From an optimization exercise on the open Yosys and OpenROAD flow, aimed at a short achievable clock period and few clock cycles; shortcuts taken in it are not production practice. No run shown here included a check of the RTL's function; only the layout flow was run. No activity file was given, so power comes from the tool's default toggle rates.

File: design.v
module yrow_delta_integrator #(
  parameter int DATA_W     = 24,
  parameter int ENTRIES    = 5,
  parameter int ADDR_W     = 16
) (
  input  logic                     clk,
  input  logic                     rst_n,
  input  logic                     chng_valid,
  output logic                     chng_ready,
  input  logic [ADDR_W-1:0]        chng_row,
  input  logic [ADDR_W-1:0]        chng_col,
  input  logic [DATA_W-1:0]        chng_real,
  input  logic [DATA_W-1:0]        chng_img,
  input  logic                     filt_EN,
  output logic                     op_rd_req,
  output logic [ADDR_W-1:0]        op_y_row,
  input  logic [ENTRIES*2*DATA_W-1:0] ymem_data,
  input  logic                     yMemDataReady,
  output logic                     op_wr_en,
  output logic [ENTRIES*2*DATA_W-1:0] op_wr_data,
  output logic [2*DATA_W-1:0]      op_yVal1,
  output logic [2*DATA_W-1:0]      op_yVal2,
  output logic                     op_EX_EN,
  input  logic                     exModDone,
  output logic                     op_Done,
  output logic                     op_colErr
);
  localparam int ENT_W = 2 * DATA_W;
  localparam int ROW_W = ENTRIES * ENT_W;
  function automatic logic [DATA_W-1:0] sat_add(input logic [DATA_W-1:0] a,
                                                input logic [DATA_W-1:0] b);
    logic [DATA_W-1:0] g, p, cg, cp, c, s;
    logic              ovf_pos, ovf_neg;
    g  = a & b;
    p  = a | b;
    cg = g;
    cp = p;
    for (int d = 1; d < DATA_W; d = d * 2) begin
      for (int i = DATA_W - 1; i >= d; i--) begin
        cg[i] = cg[i] | (cp[i] & cg[i-d]);
        cp[i] = cp[i] & cp[i-d];
      end
    end
    c = {cg[DATA_W-2:0], 1'b0};
    s = a ^ (b ^ c);
    ovf_pos = ~b[DATA_W-1] & ~a[DATA_W-1] & c[DATA_W-1];
    ovf_neg = b[DATA_W-1] & a[DATA_W-1] & ~c[DATA_W-1];
    if (ovf_pos)
      sat_add = {1'b0, {(DATA_W-1){1'b1}}};
    else if (ovf_neg)
      sat_add = {1'b1, {(DATA_W-1){1'b0}}};
    else
      sat_add = s;
  endfunction
  logic               held_q, chng_ready_q, op_rd_req_q, op_ex_en_q, ex_wait_q;
  logic               op_done_q, op_col_err_q;
  logic [ADDR_W-1:0]  op_y_row_q;
  logic [ENTRIES-1:0] cur_sel_q;
  logic [DATA_W-1:0]  cur_re_q, cur_im_q;
  logic [ENTRIES-1:0] in_sel_s;
  logic               in_good_s, take_s, push_s, free_s, start_s, held_d, rd_d;
  always_comb begin
    for (int k = 0; k < ENTRIES; k++) in_sel_s[k] = (chng_col == ADDR_W'(k));
  end
  assign in_good_s = |in_sel_s;
  assign take_s    = chng_valid & chng_ready_q;
  assign push_s    = take_s & in_good_s;
  assign free_s    = ~(op_rd_req_q | op_ex_en_q | ex_wait_q) | (ex_wait_q & exModDone);
  assign start_s   = free_s & filt_EN & held_q;
  assign held_d    = (held_q & ~start_s) | push_s;
  assign rd_d      = start_s | (op_rd_req_q & ~yMemDataReady);
  always_ff @(posedge clk or negedge rst_n) begin
    if (!rst_n) begin
      held_q       <= 1'b0;
      chng_ready_q <= 1'b1;
      op_rd_req_q  <= 1'b0;
      op_ex_en_q   <= 1'b0;
      ex_wait_q    <= 1'b0;
      op_done_q    <= 1'b1;
      op_col_err_q <= 1'b0;
    end else begin
      held_q       <= held_d;
      chng_ready_q <= ~held_d & ~rd_d;
      op_rd_req_q  <= rd_d;
      op_ex_en_q   <= op_rd_req_q & yMemDataReady;
      ex_wait_q    <= op_ex_en_q | (ex_wait_q & ~exModDone);
      op_done_q    <= ~held_q & ~op_rd_req_q & ~op_ex_en_q & ~(ex_wait_q & ~exModDone);
      op_col_err_q <= op_col_err_q | (take_s & ~in_good_s);
    end
  end
  always_ff @(posedge clk) begin
    if (chng_ready_q) begin
      op_y_row_q <= chng_row;
      cur_sel_q  <= in_sel_s;
      cur_re_q   <= chng_real;
      cur_im_q   <= chng_img;
    end
  end
  logic [ROW_W-1:0] new_row_s;
  logic [ENT_W-1:0] old_ent_s, new_ent_s;
  logic [ROW_W-1:0] op_wr_data_q;
  logic [ENT_W-1:0] op_yval1_q, op_yval2_q;
  always_comb begin
    old_ent_s = '0;
    new_ent_s = '0;
    for (int k = 0; k < ENTRIES; k++) begin
      logic [ENT_W-1:0] ent, upd;
      ent = ymem_data[k*ENT_W +: ENT_W];
      upd = {sat_add(ent[DATA_W +: DATA_W], cur_re_q), sat_add(ent[0 +: DATA_W], cur_im_q)};
      new_row_s[k*ENT_W +: ENT_W] = cur_sel_q[k] ? upd : ent;
      old_ent_s = old_ent_s | (cur_sel_q[k] ? ent : '0);
      new_ent_s = new_ent_s | (cur_sel_q[k] ? upd : '0);
    end
  end
  always_ff @(posedge clk) begin
    op_wr_data_q <= new_row_s;
    op_yval1_q   <= old_ent_s;
    op_yval2_q   <= new_ent_s;
  end
  assign chng_ready = chng_ready_q;
  assign op_rd_req  = op_rd_req_q;
  assign op_y_row   = op_y_row_q;
  assign op_wr_en   = op_ex_en_q;
  assign op_wr_data = op_wr_data_q;
  assign op_yVal1   = op_yval1_q;
  assign op_yVal2   = op_yval2_q;
  assign op_EX_EN   = op_ex_en_q;
  assign op_Done    = op_done_q;
  assign op_colErr  = op_col_err_q;
endmodule
File: run.sh
#!/bin/bash
# synth_recipe.tcl (not shown) runs the flow's synth.tcl, then flattens the netlist and writes it again
# the make line also repeats each setting of config.mk as NAME=value (left out here)
make -C /OpenROAD-flow-scripts/flow DESIGN_CONFIG=/design/flow/config.mk WORK_HOME=/design/flow/orfs CLKGATE_MAP_FILE= SYNTH_SCRIPT=/design/flow/synth_recipe.tcl finish
File: config.mk
export PLATFORM = sky130hd
export DESIGN_NAME = yrow_delta_integrator
export DESIGN_NICKNAME = yrow_delta_integrator
export VERILOG_FILES = /design/flow/design.v
export SDC_FILE = /design/flow/constraint.sdc
export NUM_CORES = 4
export LEC_CHECK = 0
export CAP_MARGIN = 20
export CORE_MARGIN = 2
export CORE_UTILIZATION = 40
export SETUP_SLACK_MARGIN = 3.5
export SLEW_MARGIN = 20
File: constraint.sdc
create_clock -name core_clock -period 6.0 [get_ports {clk}]
set_input_delay 1.2000 -clock core_clock [delete_from_list [all_inputs] [get_ports {clk}]]
set_output_delay 1.2000 -clock core_clock [all_outputs]
set_load 0.01 [all_outputs]
==> results.json, run 1 <==
{
  "timing.fmax_ghz": 0.2399,
  "leakage_uw": 0.02080,
  "ant_nets": 0,
  "synth.avg_cell_area_um2": 7.607,
  "wl_per_cell_um": 28.13,
  "dpl.cell_count": 5560,
  "synth_nets": 4494,
  "status": "finished clean",
  "root_buffer": "clkbuf_16",
  "worst_slew_pin_slew_ns": 1.414,
  "worstSetupPathType": "in2reg",
  "min_period_ns": 4.168,
  "start_util_pct": 40.50,
  "cts_tree": "built",
  "route.met3.wl_um": 21720,
  "overflow": 0,
  "drive_gt1_share_pct": 34.30,
  "track_usage_pct": 40.00,
  "period_share_pct": 69.47,
  "portBuffers": 683,
  "wl_met2_um": 74290,
  "first_pass_iters": 10,
  "final-hold-violation-count": 0,
  "die_h_um": 284.5,
  "cts_buffers": 50,
  "nNetsFinal": 5394,
  "maxCapViolCount": 0,
  "viasPerCell": 6.243,
  "hold_ws_ns": 0.4259,
  "end_kind": "flip-flop",
  "multi_input_area_um2": 25330,
  "synth_warnings": 1,
  "core_um2": 77720,
  "synth-edff-count": 69,
  "register_area_um2": 8995,
  "setup_violations": 0,
  "slew_headroom_pct": 5.712,
  "cpPeakStageDelay_ns": 0.37,
  "clk_pin_slew_ns": 0.06,
  "fp.dieArea_um2": 80950,
  "gp_congestion": 0.9864,
  "grt_pass1_vias": 35467,
  "first_iter_violations": 5183,
  "synth_cells": 4138,
  "arrival_ns": 4.66,
  "critPathMaxFanout": 4,
  "grt_pass1_wl_um": 243400,
  "syn-cell-area_um2": 31480,
  "async_flop_share_pct": 1.699,
  "instances_no_fill": 6137,
  "p_per_area_nw_per_um2": 203.1,
  "crit_path_frequent_cell": "a221o_1",
  "final_common_cell": "dlygate4sd2_1",
  "setup_tns_ns": 0,
  "boundaryPins": 684,
  "ys_ff_latch": 412,
  "rsz0062_at_grt": "yes",
  "crit_required_ns": 6.50,
  "seq_area_frac_synth_pct": 28.52,
  "clockBufferDepth": 3,
  "placementRows": 102,
  "drt_wl_total_um": 172600,
  "grt_antenna_before_repair": 24,
  "wl_met1_um": 66320,
  "via_count": 38312,
  "drcViolationCount": 0,
  "hold_class": "reg2reg",
  "top_layer_used": "met5",
  "grt_max_degree": 141,
  "dp_hpwl_um": 112300,
  "n_fill_cell": 6644,
  "ir_worst_vdd_v": 0.0002286,
  "drv_slew": 0,
  "dieWidth_um": 284.5,
  "crit_path_cell_trace": "buf_8, ha_4, fa_2, maj3_2, a221o_1, o311ai_4, o211a_1, a221o_1, nand3_4, a2111oi_4, nor2_4, a221o_1, maj3_2, mux2i_1, a211o_1",
  "cp-start-kind": "input pin",
  "crit_path_top_delay_cell": "a221o_1",
  "clock_sinks": 412,
  "worst_skew_pair.late_latency_ns": 0.62,
  "cts_max_level": 2,
  "final_cell_mix": "dlygate4sd2_1 (358), nand2_1 (337), dfxtp_1 (326)",
  "synthFlopType": "dfxtp_1",
  "synth.distinct_cells": 107,
  "area_delta_synth_final_pct": 59.70,
  "finClkSkew_ns": 0.02701
}
-- per-layer routing --
metal | GRT usage (%) | vias up
li1 | - | 16812
met1 | 51.43 | 18358
met2 | 60.74 | 2594
met3 | 11.98 | 534
met4 | 19.76 | 14
met5 | 0 | -
-- where the power goes --
part           switching [µW]  leakage (µW)  total [µW]  internal, µW
Clock                    1340      0.000842        3240          1900
Combinational            2210        0.0163        3990          1790
Sequential               57.6       0.00362        2980          2920
Total                    3600        0.0208       10200          6610
-- timing repair --
item                                     CTS  global route
hold buffers                               0             0
setup buffers                            313           111
pin swaps                                366           330
gates resized for setup                 1695           492
gates cloned                              38             3
hold endpoints to repair                   0             0
endpoints found under the setup margin   646           310
-- synth_stat cells (16+ instances only) --
| library cell | count | share of area, % |
|---|---|---|
| o211ai_1 | 26 | 0.62 |
| buf_2 | 63 | 1.0 |
| nor3_1 | 55 | 0.87 |
| o31ai_1 | 77 | 1.8 |
| a222oi_1 | 62 | 2.0 |
| edfxtp_1 | 69 | 6.6 |
| fa_1 | 20 | 1.3 |
| nand4_1 | 22 | 0.44 |
| o22ai_1 | 56 | 1.1 |
| nor2_1 | 337 | 4.0 |
| o31a_1 | 20 | 0.56 |
| xnor2_1 | 266 | 7.4 |
| a211oi_1 | 20 | 0.48 |
| and3_1 | 16 | 0.32 |
| maj3_2 | 17 | 0.61 |
| o21ai_0 | 471 | 7.5 |
| dfxtp_1 | 336 | 21 |
| a22oi_1 | 73 | 1.7 |
| buf_1 | 30 | 0.36 |
| or3_1 | 20 | 0.40 |
| nand3_1 | 58 | 0.92 |
| a21o_1 | 30 | 0.72 |
| a221o_1 | 20 | 0.64 |
| clkbuf_1 | 311 | 3.7 |
| nand2b_1 | 45 | 0.89 |
| a22o_1 | 95 | 2.6 |
| inv_1 | 191 | 2.3 |
| maj3_1 | 112 | 3.6 |
| xor2_1 | 118 | 3.3 |
| nand2_1 | 396 | 4.7 |
| and2_1 | 43 | 0.85 |
| o21bai_1 | 16 | 0.38 |
| a31oi_1 | 72 | 1.4 |
| o221ai_1 | 24 | 0.67 |
| or2_2 | 38 | 0.76 |
| a21oi_1 | 229 | 3.6 |
-- state kept, by name (all words and copies together) (netlist names) --
name	count
cur_sel_q	5
op_wr_data_q	240
cur_im_q	24
op_yval2_q	48
chng_ready_q	1
op_col_err_q	1
op_done_q	1
held_q	1
op_yval1_q	48
op_y_row_q	16
op_ex_en_q	1
cur_re_q	24
ex_wait_q	1
op_rd_req_q	1
-- worst paths after layout --
path / start / to / slack (ns) / depth (start not counted)
worst min register to register: held_q / op_done_q / 0.43 / 1
worst max register to register: cur_re_q[0] / op_wr_data_q[94] / 2.00 / 15
min in group asynchronous: rst_n / op_ex_en_q / 0.84 / 1
worst max-delay path: ymem_data[72] / op_wr_data_q[94] / 1.83 / 15
max in group asynchronous: rst_n / op_done_q / 4.87 / 1
worst min-delay path: held_q / op_done_q / 0.43 / 1
-- layout make-up --
type                       instances  area share [%]
multi-input combinational       3136           50.38
tap                             1040           2.589
sequential                       412           17.89
inverter                         197           1.538
timing repair buffer            1241           24.05
clock inverter                    14          0.3061
clock buffer                      79           3.149
antenna                           18         0.08960
-- through the flow --
stage               util (%)  power [µW]  cell area (µm²)  setup slack (ns)
floorplan                  -        4941            33670             1.606
global placement       51.73        5891            40210            0.6220
detailed placement     51.73        5899            40210            0.5865
CTS                    61.65        9794            47910             1.938
global route           64.67       10560            50260             1.728
finish                 64.68       10210            50270             1.832
-- worst max-delay path: cells and delay by family --
kind | cells | cell delay [ns]
AOI/OAI and AO/OA | 7 | 1.80
muxes | 1 | 0.15
and+or+nand+nor | 2 | 0.23
adders and majority gates | 4 | 1.18
buffers and inverters | 1 | 0.10
-- cell families (layout without fill, tap and decap cells) --
| kind of cell | count (synthesis) | in the layout | share of synthesized area, % |
|---|---|---|---|
| xor gates and xnor gates | 386 | 386 | 10.82 |
| DFF | 412 | 412 | 28.52 |
| muxes | 13 | 13 | 0.4531 |
| AOI/OAI and AO/OA | 1468 | 1470 | 31.06 |
| other | 0 | 18 | 0 |
| and+or+nand+nor | 1091 | 1107 | 15.67 |
| adders and majority gates | 160 | 160 | 5.883 |
| buffers and inverters | 608 | 1531 | 7.588 |
==> run 2, diff against run 1 <==
--- a/design.v
+++ b/design.v
@@ -28,28 +28,41 @@
   localparam int ENT_W = 2 * DATA_W;
   localparam int ROW_W = ENTRIES * ENT_W;
+  localparam int NGRP = DATA_W / 2;
   function automatic logic [DATA_W-1:0] sat_add(input logic [DATA_W-1:0] a,
-                                                input logic [DATA_W-1:0] b);
-    logic [DATA_W-1:0] g, p, cg, cp, c, s;
-    logic              ovf_pos, ovf_neg;
-    g  = a & b;
-    p  = a | b;
-    cg = g;
-    cp = p;
-    for (int d = 1; d < DATA_W; d = d * 2) begin
-      for (int i = DATA_W - 1; i >= d; i--) begin
+                                                input logic [DATA_W-1:0] b,
+                                                input logic [4*NGRP-1:0] bb);
+    logic [NGRP-1:0]   gg, gt, cg, cp, gc;
+    logic [DATA_W-1:0] c, s;
+    logic              a0, a1, b0, ovf;
+    for (int k = 0; k < NGRP; k++) begin
+      a0 = a[2*k];
+      a1 = a[2*k+1];
+      gg[k] = (bb[4*k+3] & (a1 | a0)) | (bb[4*k+2] & a1) | (bb[4*k+1] & a1 & a0);
+      gt[k] = bb[4*k+3] | (bb[4*k+2] & (a1 | a0)) | (bb[4*k+1] & a1) | (bb[4*k] & a1 & a0);
+    end
+    cg = gg;
+    cp = gt;
+    for (int d = 1; d < NGRP; d = d * 2) begin
+      for (int i = NGRP - 1; i >= d; i--) begin
         cg[i] = cg[i] | (cp[i] & cg[i-d]);
         cp[i] = cp[i] & cp[i-d];
       end
     end
-    c = {cg[DATA_W-2:0], 1'b0};
+    gc = {cg[NGRP-2:0], 1'b0};
+    for (int k = 0; k < NGRP; k++) begin
+      a0 = a[2*k];
+      b0 = bb[4*k+1] | bb[4*k+3];
+      c[2*k]   = gc[k];
+      c[2*k+1] = (a0 & b0) | ((a0 | b0) & gc[k]);
+    end
     s = a ^ (b ^ c);
-    ovf_pos = ~b[DATA_W-1] & ~a[DATA_W-1] & c[DATA_W-1];
-    ovf_neg = b[DATA_W-1] & a[DATA_W-1] & ~c[DATA_W-1];
-    if (ovf_pos)
-      sat_add = {1'b0, {(DATA_W-1){1'b1}}};
-    else if (ovf_neg)
-      sat_add = {1'b1, {(DATA_W-1){1'b0}}};
-    else
-      sat_add = s;
+    ovf = b[DATA_W-1] ? (a[DATA_W-1] & ~c[DATA_W-1]) : (~a[DATA_W-1] & c[DATA_W-1]);
+    for (int i = 0; i < DATA_W - 1; i++) sat_add[i] = ovf ? ~b[DATA_W-1] : s[i];
+    sat_add[DATA_W-1] = b[DATA_W-1] ? (a[DATA_W-1] | ~c[DATA_W-1]) : (a[DATA_W-1] & ~c[DATA_W-1]);
+  endfunction
+  function automatic logic [4*NGRP-1:0] digits(input logic [DATA_W-1:0] v);
+    for (int k = 0; k < NGRP; k++) begin
+      for (int j = 0; j < 4; j++) digits[4*k+j] = (v[2*k +: 2] == 2'(j));
+    end
   endfunction
   logic               held_q, chng_ready_q, op_rd_req_q, op_ex_en_q, ex_wait_q;
@@ -58,4 +71,5 @@
   logic [ENTRIES-1:0] cur_sel_q;
   logic [DATA_W-1:0]  cur_re_q, cur_im_q;
+  logic [4*NGRP-1:0]  cur_re_bb_q, cur_im_bb_q;
   logic [ENTRIES-1:0] in_sel_s;
   logic               in_good_s, take_s, push_s, free_s, start_s, held_d, rd_d;
@@ -95,4 +109,6 @@
       cur_re_q   <= chng_real;
       cur_im_q   <= chng_img;
+      cur_re_bb_q <= digits(chng_real);
+      cur_im_bb_q <= digits(chng_img);
     end
   end
@@ -107,5 +123,6 @@
       logic [ENT_W-1:0] ent, upd;
       ent = ymem_data[k*ENT_W +: ENT_W];
-      upd = {sat_add(ent[DATA_W +: DATA_W], cur_re_q), sat_add(ent[0 +: DATA_W], cur_im_q)};
+      upd = {sat_add(ent[DATA_W +: DATA_W], cur_re_q, cur_re_bb_q),
+             sat_add(ent[0 +: DATA_W], cur_im_q, cur_im_bb_q)};
       new_row_s[k*ENT_W +: ENT_W] = cur_sel_q[k] ? upd : ent;
       old_ent_s = old_ent_s | (cur_sel_q[k] ? ent : '0);
==> run 2 against run 1 <==
Still clean on timing, DRC and antenna. Sequential power grew 29%. Highest routed layer unchanged. Flip-flop and latch count up 90. Clock skew shrank 0.0094 ns. Critical endpoint is now op_yval2_q[19]. Largest cell class unchanged.
==> results.json, run 2 <==
{
  "ir_worst_vdd_v": 0.0002163,
  "placementRows": 101,
  "post-route-worst-setup-slack_ns": 1.931,
  "slew_headroom_pct": 22.11,
  "r2r-end": "op_yval2_q[19]",
  "synth_warnings": 1,
  "synth_cells": 3496,
  "seq_area_frac_synth_pct": 38.01,
  "synth.avg_cell_area_um2": 8.788,
  "worstSetupPathType": "in2reg",
  "die_h_um": 281.1,
  "setup_violations": 0,
  "min_period_ns": 4.069,
  "r2r_cells": 11,
  "worst_slew_pin_slew_ns": 1.168,
  "dp_slack_ns": 0.6605,
  "multi_input_area_um2": 22100,
  "rrSetupSlack_ns": 1.96,
  "ant_nets": 0,
  "clkPwrFrac_pct": 33.8,
  "hold_ws_ns": 0.4592,
  "viasPerCell": 6.070,
  "switching_share_pct": 32.84,
  "track_usage_pct": 37.34,
  "n_fill_cell": 6235,
  "area_delta_synth_final_pct": 59.77,
  "rsz0062_at_grt": "yes",
  "drv_slew": 0,
  "maxCapViolCount": 0,
  "drt_wl_total_um": 156100,
  "hold_path_depth": 1,
  "finClkSkew_ns": 0.01759,
  "portBuffers": 683,
  "dp_hpwl_um": 106000,
  "clock_sinks": 502,
  "instances_no_fill": 5518,
  "timing.fmax_ghz": 0.2458,
  "crit_required_ns": 6.51,
  "route.met3.wl_um": 17520,
  "final-hold-violation-count": 0,
  "drcViolationCount": 0,
  "wl_met2_um": 68120,
  "start_util_pct": 40.45,
  "hold_start": "held_q",
  "async_flop_share_pct": 1.394,
  "wl_per_cell_um": 28.30,
  "first_pass_iters": 7,
  "cp-start-kind": "input pin",
  "synth.most_common_cell": "o21ai_0",
  "hold-path-endpoint": "op_done_q",
  "top_register": "op_wr_data_q",
  "largest_reg_flops": 240,
  "first_iter_violations": 3852,
  "root_buffer": "clkbuf_16",
  "p_int_uw": 7305,
  "cts_buffers": 58,
  "grt_max_degree": 70,
  "worst_skew_pair.late_latency_ns": 0.64,
  "clockBufferDepth": 3,
  "period_share_pct": 67.81,
  "status": "finished clean",
  "synth_top_area_share_pct": 21.89,
  "grt_pass1_wl_um": 217500,
  "clk_pin_slew_ns": 0.06,
  "fp.dieArea_um2": 79040,
  "gp_congestion": 1.008,
  "core_um2": 75950,
  "power_frac_comb_pct": 30.9,
  "ys_ff_latch": 502,
  "cts_tree": "built",
  "p_per_area_nw_per_um2": 221.6,
  "wl_met1_um": 61600,
  "cpPeakStageDelay_ns": 0.77,
  "final_cell_mix": "xnor2_1 (346), dlygate4sd2_1 (302), dfxtp_1 (292)",
  "yosys-top-cells-count": "o21ai_0 (424), xnor2_1 (357), dfxtp_1 (336), a21oi_1 (239), inv_1 (218)",
  "synth-edff-count": 159,
  "leakage_uw": 0.01996,
  "critPathMaxFanout": 7,
  "final_common_cell": "xnor2_1",
  "synthFlopType": "dfxtp_1",
  "p_sw_uw": 3572,
  "setup_tns_ns": 0,
  "cts_max_level": 2,
  "dieWidth_um": 281.1,
  "boundaryPins": 684,
  "finalPower_uw": 10880,
  "nNetsFinal": 4744,
  "hold_class": "reg2reg",
  "register_area_um2": 11740,
  "grt_pass1_vias": 31709,
  "synth_nets": 3822,
  "top_regs": "op_wr_data_q x240, op_yval1_q x48, op_yval2_q x48",
  "synth.distinct_cells": 106,
  "dpl.cell_count": 4977,
  "grt_antenna_before_repair": 27,
  "syn-cell-area_um2": 30720,
  "synth_top_cell_by_area": "dfxtp_1",
  "arrival_ns": 4.58,
  "end_kind": "flip-flop",
  "startpoint": "ymem_data[62]",
  "r2r_start": "cur_im_bb_q[30]",
  "top_layer_used": "met5",
  "overflow": 0,
  "crit_path_cell_trace": "buf_2, or2_4, a22oi_2, o211ai_1, a222oi_1, o211ai_1, maj3_2, buf_6, mux2_4, nand4_1, a31oi_1, nand4_1",
  "synth_area_leaders": "dfxtp_1 (22%), edfxtp_1 (16%), xnor2_1 (10%)",
  "p_seq_share_pct": 35.3,
  "drive_gt1_share_pct": 33.64,
  "crit_path_top_delay_cell": "a222oi_1",
  "via_count": 33495
}
[run 2: cell types whose count changed in the layout (fill, tap and decap cells not counted), moves of 53 or more]
cell	before	now
a21o_1	30	153
a22o_1	90	21
dlygate4sd2_1	358	302
edfxtp_1	69	159
maj3_2	78	15
nand2_1	337	118
nor2_1	268	110
o21ai_4	33	86
xnor2_1	229	346
[run 2: how the worst max path moves through the flow]
stage	end	slack [ns]	cells after the start
3_3_place_gp	op_yval2_q[0]	0.66	12
5_1_grt	op_yval2_q[19]	1.87	12
3_5_place_dp	op_yval2_q[0]	0.66	12
6_report	op_yval2_q[19]	1.93	12
4_1_cts	op_wr_data_q[67]	2.09	11
2_1_floorplan	op_yval2_q[1]	2.27	12
[run 2: kinds of logic after synthesis]
| group | Yosys count | share of synthesized area [%] |
|---|---|---|
| buf+inv | 502 | 6.370 |
| flops | 502 | 38.01 |
| fa+ha+maj | 95 | 3.107 |
| xor+xnor | 442 | 12.74 |
| simple gates | 577 | 9.526 |
| compound gates | 1368 | 29.88 |
| mux | 10 | 0.3706 |
[run 2: what timing repair did]
| action | in CTS | in global routing |
|---|---|---|
| setup endpoints to repair | 709 | 318 |
| hold buffers | 0 | 0 |
| pin swaps | 296 | 189 |
| gates resized for setup | 1990 | 287 |
| cloned | 20 | 0 |
| buffers inserted | 277 | 114 |
[run 2: layout make-up]
cell class              count  area share (%)
diodes                     23          0.1173
clock buffers              82           3.520
clock inverters            25          0.4818
inverters                 220           1.693
multi-input cells        2498           45.03
flip-flops and latches    502           23.92
well taps                1030           2.625
repair buffers           1138           22.61
[run 2: worst max-delay path: cells and delay by family]
kind,cells,cell delay [ns]
compound gates,5,1.73
fa+ha+maj,1,0.45
buf+inv,2,0.31
mux,1,0.35
simple gates,3,0.53
[run 2: power by group through the flow]
stage | Clock, µW | Combinational [µW] | Sequential [µW]
after CTS | 3710 | 3040 | 3830
after global placement | 0 | 2390 | 3900
after global routing | 3840 | 3500 | 3850
after detailed placement | 0 | 2400 | 3900
after floorplan | 0 | 1530 | 3810
final | 3670 | 3360 | 3840
[run 2: layer usage]
metal,up-vias,global-route usage [%]
li1,14559,-
met1,16253,49.74
met2,2184,55.70
met3,489,9.203
met4,10,19.53
met5,-,0
[run 2: through the flow]
| step | util (%) | area [µm²] |
|---|---|---|
| 2_1_floorplan | - | 32300 |
| 3_3_place_gp | 51.83 | 39370 |
| 3_5_place_dp | 51.84 | 39370 |
| 4_1_cts | 62.21 | 47250 |
| 5_1_grt | 64.62 | 49080 |
| 6_report | 64.63 | 49090 |

-- separate check: timing with driven ports --
The results above use ideal ports. As a check the final layouts listed here were re-extracted and re-timed, cells and wires unchanged.
Step 1 sets driving cells, clkbuf_16 on the clock port and buf_2 on the other inputs (assumed; they add their load-dependent delay and slew).
Step 2 moves the port delays by t, midway between the first and last clock arrival at a register: inputs arrive t later, outputs are due t later. That takes back most of the time a late clock gives input paths.
a / b / c = ideal ports / drivers / drivers and shift; a / b = the first two.
| run | t, ns | slack for setup (ns) | worst setup path after step 2 | worst data-port slew with drivers (ns) | cell pins on the clock port's net |
|---|---|---|---|---|---|
| run 1 | 0.677 | 1.832 / 1.862 / 1.185 | input to register | 0.14 | 1 |
| run 2 | 0.702 | 1.931 / 1.958 / 1.256 | input to register | 0.14 | 1 |
After both steps every run listed still meets setup and hold. For run 2, which loses most, drivers alone change the setup slack by +0.027 ns; drivers and shift together by -0.675 ns.
